From an optimization exercise on the open Yosys and OpenROAD flow, aimed at small area, a short achievable clock period and few clock cycles per item; shortcuts taken in it are not production practice. At most, simulation tests tie the RTL to the original design; equivalence was not proved.

==> flow/design.v (excerpt) <==
module load_average_core_count_governor_top #(
    parameter int HISTORY_DEPTH = lacg_pkg::DEF_HISTORY_DEPTH,
    parameter int NUM_CORES     = lacg_pkg::DEF_NUM_CORES
) (
    input  logic        clk,
    input  logic        rst_n,
    input  logic        evt_valid,
    output logic        evt_ready,
    input  logic [1:0]  evt_func,
    input  logic [9:0]  evt_run_count,
    input  logic [3:0]  evt_cores_online,
    input  logic        evt_offline_pending,
    input  logic        evt_screen_suspended,
    output logic        res_valid,
    input  logic        res_ready,
    output logic [2:0]  res_action,
    output logic        res_cancel_offline,
    output logic        res_start_unpause_timer,
    output logic [22:0] res_next_delay,
    output logic [16:0] res_average_load,
    output logic        res_paused_now,
    output logic        res_boost_now,
    input  logic        cfg_valid,
    output logic        cfg_ready,
    input  logic [2:0]  cfg_index,
    input  logic [15:0] cfg_data
);
clock: 6.5 ns
lec_check: 0
cap_margin: 20
core_margin: 2
core_utilization: 40
cts_cluster_diameter: 100
cts_cluster_size: 20
setup_slack_margin: 3.0
slew_margin: 20
tns_end_percent: 0
buffer_ports_args: -buffer_cell sky130_fd_sc_hd__buf_1
standard.sh (not shown) runs the stock make flow with config.mk's settings and CLKGATE_MAP_FILE= SYNTH_SCRIPT=/design/flow/synth_recipe.tcl, a recipe that flattens the netlist after the stock synthesis.
==> flow/flow/run.sh <==
#!/bin/bash
# Standard layout (the standard.sh), except that the buffers the flow puts on
# every input and output port are plain buf_1 cells instead of the flow's default
# choice. make's full output goes to standard.log here; ORFS keeps its per-step
# logs under orfs/logs.
set -e
echo 'export BUFFER_PORTS_ARGS = -buffer_cell sky130_fd_sc_hd__buf_1' >> config.mk
bash standard.sh > standard.log 2>&1
The starting point produced a clean layout.
Edit:
==> flow/run.sh (new file) <==
#!/bin/bash
# synth_recipe.tcl (not shown) runs the flow's synth.tcl, then flattens the netlist and writes it again
# the make line also repeats each setting of config.mk as NAME=value (left out here)
make -C /OpenROAD-flow-scripts/flow DESIGN_CONFIG=/design/flow/config.mk WORK_HOME=/design/flow/orfs CLKGATE_MAP_FILE= SYNTH_SCRIPT=/design/flow/synth_recipe.tcl finish
- BUFFER_PORTS_ARGS: -buffer_cell sky130_fd_sc_hd__buf_1 -> default
- SETUP_SLACK_MARGIN: 3.0 -> 3.4
- TNS_END_PERCENT: 0 -> 5
removed: flow/flow/run.sh
removed: flow/standard.sh
After rerunning: Worst setup slack improved by 0.068 ns; critical path depth came out higher by 1; hold slack got worse by 0.0060 ns; synthesized cell count is unchanged; die area does not change; via count came out higher by 2.1%; register-to-register slack improved by 0.07 ns; fmax came out higher by 1.8%.
No functional check of the RTL was part of any run of this note.

---

load_average_core_count_governor_top, a different RTL version from the one above (not shown whole).
Size in the first run: about 1700 cells after synthesis.
clock: 6.5 ns
lec_check: 0
cap_margin: 20
core_margin: 2
core_utilization: 40
cts_cluster_diameter: 100
cts_cluster_size: 20
setup_slack_margin: 3.6
slew_margin: 20
tns_end_percent: 5
run.sh (not shown) runs the stock make flow with config.mk's settings and CLKGATE_MAP_FILE= SYNTH_SCRIPT=/design/flow/synth_recipe.tcl, a recipe that flattens the netlist after the stock synthesis.
Stock flow here: none of the scripts above is used.
Testbench counts at the start, summed over its fixed seeds: cycles 12,192, events 12,000.
Rerun with:
==> flow/flow/run.sh (new file) <==
#!/bin/bash
# Standard layout (the standard.sh), except that the buffers the flow puts on
# every input and output port are plain buf_1 cells instead of the flow's default
# choice. make's full output goes to standard.log here; ORFS keeps its per-step
# logs under orfs/logs.
set -e
echo 'export BUFFER_PORTS_ARGS = -buffer_cell sky130_fd_sc_hd__buf_1' >> config.mk
bash standard.sh > standard.log 2>&1
==> flow/standard.sh (new file) <==
#!/bin/bash
# synth_recipe.tcl (not shown) runs the flow's synth.tcl, then flattens the netlist and writes it again
# the make line also repeats each setting of config.mk as NAME=value (left out here)
make -C /OpenROAD-flow-scripts/flow DESIGN_CONFIG=/design/flow/config.mk WORK_HOME=/design/flow/orfs CLKGATE_MAP_FILE= SYNTH_SCRIPT=/design/flow/synth_recipe.tcl "${@:-finish}"
Settings changed: BUFFER_PORTS_ARGS from default to -buffer_cell sky130_fd_sc_hd__buf_1, SETUP_SLACK_MARGIN 3.6 to 3.0, TNS_END_PERCENT 5 to 0.
removed: flow/run.sh
=>
- final area decreases by 6.8%
- register-to-register slack stays flat

---

load_average_core_count_governor_top, a different RTL version from the one above (not shown whole).
Size in the first run: about 1,600 cells after synthesis, about 290 flip-flops, roughly 92 I/O pins, ~18,000 um^2 of cells after synthesis.
Settings: LEC_CHECK=0, CAP_MARGIN=20, CORE_MARGIN=2, CORE_UTILIZATION=40, SETUP_SLACK_MARGIN=3.9, SLEW_MARGIN=20; clock period 6.5 ns.
Stock flow here: none of the scripts above is used.
The baseline produced a clean layout.
==> next run, changes <==
SETUP_SLACK_MARGIN = 2.4   (was 3.9)
TNS_END_PERCENT = 5   (was not set)
What happened: Critical path depth goes down by 1; final cell count decreases by a few percent.
==> next run, changes <==
CTS_BUF_LIST = sky130_fd_sc_hd__clkbuf_8   (was not set)
The changed run produced a clean layout.
Die area is unchanged.
Clock skew goes up by 21 ps.
Cell count goes up by 1.6%.
First-iteration DRC count goes down by 1.7%.
Routed wire length goes up by 0.50%.
Synthesized cell count does not change.
No run of this note included a check of the RTL's function; only the layout flow was run.

---

Setup of v7:
load_average_core_count_governor_top with an RTL version that a note above also has.
Size in the first run: about 1,700 cells after synthesis, ~310 flip-flops, roughly 92 I/O pins, roughly 20,000 µm² of cells after synthesis.
clock: 6.5 ns
lec_check: 0
cap_margin: 20
core_margin: 2
core_utilization: 40
cts_cluster_diameter: 100
cts_cluster_size: 20
setup_slack_margin: 3.2
slew_margin: 20
tns_end_percent: 0
buffer_ports_args: -buffer_cell sky130_fd_sc_hd__buf_2
standard.sh (not shown) runs the stock make flow with config.mk's settings and CLKGATE_MAP_FILE= SYNTH_SCRIPT=/design/flow/synth_recipe.tcl, a recipe that flattens the netlist after the stock synthesis.
==> flow/flow/run.sh <==
#!/bin/bash
# Standard layout, but the port buffers are plain buf_2 cells instead of the
# flow's default choice. Each tool's output goes to a log file here.
set -e
cp standard.sh standard_copy.txt
cp config.mk config_orig.txt
echo 'export BUFFER_PORTS_ARGS = -buffer_cell sky130_fd_sc_hd__buf_2' >> config.mk
bash standard.sh > standard.log 2>&1
Testbench counts of v7, summed over its fixed seeds: cycles 12,192, events 12,000.
#### Input delta (v38 over v7)
==> flow/run.sh (new file) <==
#!/bin/bash
# synth_recipe.tcl (not shown) runs the flow's synth.tcl, then flattens the netlist and writes it again
# the make line also repeats each setting of config.mk as NAME=value (left out here)
make -C /OpenROAD-flow-scripts/flow DESIGN_CONFIG=/design/flow/config.mk WORK_HOME=/design/flow/orfs CLKGATE_MAP_FILE= SYNTH_SCRIPT=/design/flow/synth_recipe.tcl finish
diff --git a/flow/config.mk b/flow/config.mk
--- a/flow/config.mk
+++ b/flow/config.mk
@@ -9,8 +9,8 @@
 export CORE_MARGIN = 2
-export CORE_UTILIZATION = 40
+export CORE_UTILIZATION = 60
 export CTS_CLUSTER_DIAMETER = 100
 export CTS_CLUSTER_SIZE = 20
-export SETUP_SLACK_MARGIN = 3.2
+export PLACE_DENSITY = 0.75
+export SETUP_SLACK_MARGIN = 3.0
 export SLEW_MARGIN = 20
-export TNS_END_PERCENT = 0
-export BUFFER_PORTS_ARGS = -buffer_cell sky130_fd_sc_hd__buf_2
+export TNS_END_PERCENT = 5
removed: flow/flow/run.sh
removed: flow/standard.sh
Notes after the runs:
v7 -> v38: total length of routed wires decreased slightly
v38 ends up with a number of inserted diodes that is 1 higher than in v7.
[compare] base=v7 new=v38: transition time at the pin with the least slew margin decreased by 52 ps relative to the old numbers; first-iteration DRC count increased by about 24% relative to the old numbers.
From v7 to v38 the numbers moved as follows: chip width now sits lower, count of clock-buffer cells in the layout roughly the same.
For v55, these inputs were changed with respect to v38:
==> flow/flow/run.sh (new file) <==
#!/bin/bash
# Standard layout, but the port buffers are plain buf_1 cells instead of the
# flow's default choice. Each tool's output goes to a log file here.
set -e
cp standard.sh standard_copy.txt
cp config.mk config_orig.txt
echo 'export BUFFER_PORTS_ARGS = -buffer_cell sky130_fd_sc_hd__buf_1' >> config.mk
bash standard.sh > standard.log 2>&1
==> flow/standard.sh (new file) <==
#!/bin/bash
# synth_recipe.tcl (not shown) runs the flow's synth.tcl, then flattens the netlist and writes it again
# the make line also repeats each setting of config.mk as NAME=value (left out here)
make -C /OpenROAD-flow-scripts/flow DESIGN_CONFIG=/design/flow/config.mk WORK_HOME=/design/flow/orfs CLKGATE_MAP_FILE= SYNTH_SCRIPT=/design/flow/synth_recipe.tcl "${@:-finish}"
diff --git a/flow/config.mk b/flow/config.mk
--- a/flow/config.mk
+++ b/flow/config.mk
@@ -9,8 +9,8 @@
 export CORE_MARGIN = 2
-export CORE_UTILIZATION = 60
+export CORE_UTILIZATION = 40
 export CTS_CLUSTER_DIAMETER = 100
 export CTS_CLUSTER_SIZE = 20
-export PLACE_DENSITY = 0.75
-export SETUP_SLACK_MARGIN = 3.0
+export SETUP_SLACK_MARGIN = 3.2
 export SLEW_MARGIN = 20
-export TNS_END_PERCENT = 5
+export TNS_END_PERCENT = 0
+export BUFFER_PORTS_ARGS = -buffer_cell sky130_fd_sc_hd__buf_1
removed: flow/run.sh
### Flow results
Result for v38 and v55: all clean
In the tables for v38 and v55, last weighted congestion value of the routability-driven placer reads higher with v38.
For the wire length of the first global-routing pass, v55 came in about 6% higher than v38 did.
Relative to v38, v55 improves wire length reported by the detailed router.
On pin slew with the least headroom to its limit, the higher figure sits with v55, not v38.
Delta(worst path setup slack after routing, v55 - v38) > 0
Flip-flop and latch count: v55 vs v38 identical
v55 improves on v38 in total non-filler cell area in the finished layout.
Depth of the critical timing path with buffers and inverters included (v55 over v38): decrease, 1
v55 — share of the cycle needed by the critical path after routing 1.1 points lower, v38 as reference
diff inputs: v55 => v48
==> flow/run.sh (new file) <==
#!/bin/bash
# synth_recipe.tcl (not shown) runs the flow's synth.tcl, then flattens the netlist and writes it again
# the make line also repeats each setting of config.mk as NAME=value (left out here)
make -C /OpenROAD-flow-scripts/flow DESIGN_CONFIG=/design/flow/config.mk WORK_HOME=/design/flow/orfs CLKGATE_MAP_FILE= SYNTH_SCRIPT=/design/flow/synth_recipe.tcl finish
diff --git a/flow/config.mk b/flow/config.mk
--- a/flow/config.mk
+++ b/flow/config.mk
@@ -12,5 +12,4 @@
 export CTS_CLUSTER_SIZE = 20
-export SETUP_SLACK_MARGIN = 3.2
+export SETUP_SLACK_MARGIN = 3.4
 export SLEW_MARGIN = 20
-export TNS_END_PERCENT = 0
-export BUFFER_PORTS_ARGS = -buffer_cell sky130_fd_sc_hd__buf_1
+export TNS_END_PERCENT = 20
removed: flow/flow/run.sh
removed: flow/standard.sh
[summary]
Between v48 and v55, critical path depth is higher for v48, v55 comes in under that. Delta(total global-route track usage, v48 - v55) > 0. Setup slack up 54 ps in v48 wrt v55. Compare v48 and v55 | total of cells resized after clock tree synthesis higher: v48. Taking v48 as 1.0, v55 lands at 0.925 on wire length.
[inputs] v11 vs v48
diff --git a/flow/config.mk b/flow/config.mk
--- a/flow/config.mk
+++ b/flow/config.mk
@@ -12,4 +12,5 @@
 export CTS_CLUSTER_SIZE = 20
+export GPL_TIMING_DRIVEN = 1
 export SETUP_SLACK_MARGIN = 3.4
 export SLEW_MARGIN = 20
-export TNS_END_PERCENT = 20
+export TNS_END_PERCENT = 5
### Flow results
v11 and v48 ended up with nearly the same global-route usage.
Number of setup buffers added after CTS (v11 / v48): 0.882
[compare] base=v48 new=v11: starting DRC count in detailed routing shrank by about 18%; total vias in the final route shrank by 2.4%; wire length shrank by 3.2%; sequential share of layout area grew by 1.1 points.
Any difference in worst-case setup margin in the final layout between v48 and v11 is small enough to ignore.
[inputs] v57 vs v11
==> flow/flow/run.sh (new file) <==
#!/bin/bash
# Standard layout, but the port buffers are plain buf_2 cells instead of the
# flow's default choice. Each tool's output goes to a log file here.
set -e
cp standard.sh standard_copy.txt
cp config.mk config_orig.txt
echo 'export BUFFER_PORTS_ARGS = -buffer_cell sky130_fd_sc_hd__buf_2' >> config.mk
bash standard.sh > standard.log 2>&1
==> flow/standard.sh (new file) <==
#!/bin/bash
# synth_recipe.tcl (not shown) runs the flow's synth.tcl, then flattens the netlist and writes it again
# the make line also repeats each setting of config.mk as NAME=value (left out here)
make -C /OpenROAD-flow-scripts/flow DESIGN_CONFIG=/design/flow/config.mk WORK_HOME=/design/flow/orfs CLKGATE_MAP_FILE= SYNTH_SCRIPT=/design/flow/synth_recipe.tcl "${@:-finish}"
diff --git a/flow/config.mk b/flow/config.mk
--- a/flow/config.mk
+++ b/flow/config.mk
@@ -12,3 +12,2 @@
 export CTS_CLUSTER_SIZE = 20
-export GPL_TIMING_DRIVEN = 1
 export SETUP_SLACK_MARGIN = 3.4
@@ -16 +15,2 @@
 export TNS_END_PERCENT = 5
+export BUFFER_PORTS_ARGS = -buffer_cell sky130_fd_sc_hd__buf_2
removed: flow/run.sh
Changes observed in v57 relative to v11: half-perimeter wire length after detailed placement shows an increase of 1.6%; post-detailed-route wirelength per cell shows no meaningful change; peak clock frequency supported by timing shows an increase of 1.1%; sequential share of cell area shows an increase of 0.40 points; wire length of the first global-routing pass shows no meaningful change.

## re-timing with driven ports
No port has a modelled driver above. Below, the same layouts with a new extraction and two added sets of constraints. Step 1, drivers: a clkbuf_16 drives clk and a buf_2 each remaining input, both assumed. Step 2 also shifts input and output timing later by t, the mid clock arrival at the registers, as if the neighbouring blocks saw the same clock. a / b / c = ideal / step 1 / step 2; a / b = the first two.
run	shift t [ns]	setup slack, ns	slew at the worst register clock pin (ns)	cell pins on the clock port's net
the first run of note 1	0.599	2.672 / 2.672 / 2.672	0.09 / 0.09	1
the second run of note 1	0.593	2.740 / 2.740 / 2.511	0.09 / 0.09	1
the first run of note 2	0.592	2.971 / 2.971 / 2.569	0.09 / 0.09	1
the second run of note 2	0.587	2.966 / 2.966 / 2.626	0.09 / 0.09	1
the first run of note 3	0.591	2.315 / 2.315 / 2.315	0.07 / 0.07	1
the second run of note 3	0.575	2.293 / 2.293 / 2.293	0.07 / 0.07	1
the third run of note 3	0.663	2.275 / 2.275 / 2.275	0.07 / 0.07	1
v7	0.591	2.969 / 2.969 / 2.613	0.08 / 0.08	1
v38	0.569	2.811 / 2.811 / 2.448	0.09 / 0.09	1
v55	0.580	2.885 / 2.885 / 2.495	0.09 / 0.09	1
v48	0.592	2.938 / 2.938 / 2.896	0.09 / 0.09	1
v11	0.591	2.938 / 2.938 / 2.884	0.09 / 0.09	1
v57	0.598	2.978 / 2.978 / 2.791	0.09 / 0.09	1
After both steps setup and hold are still met in every run listed. For the first run of note 2, which loses most, drivers alone change the setup slack by 0.000 ns; drivers and shift together by -0.402 ns.
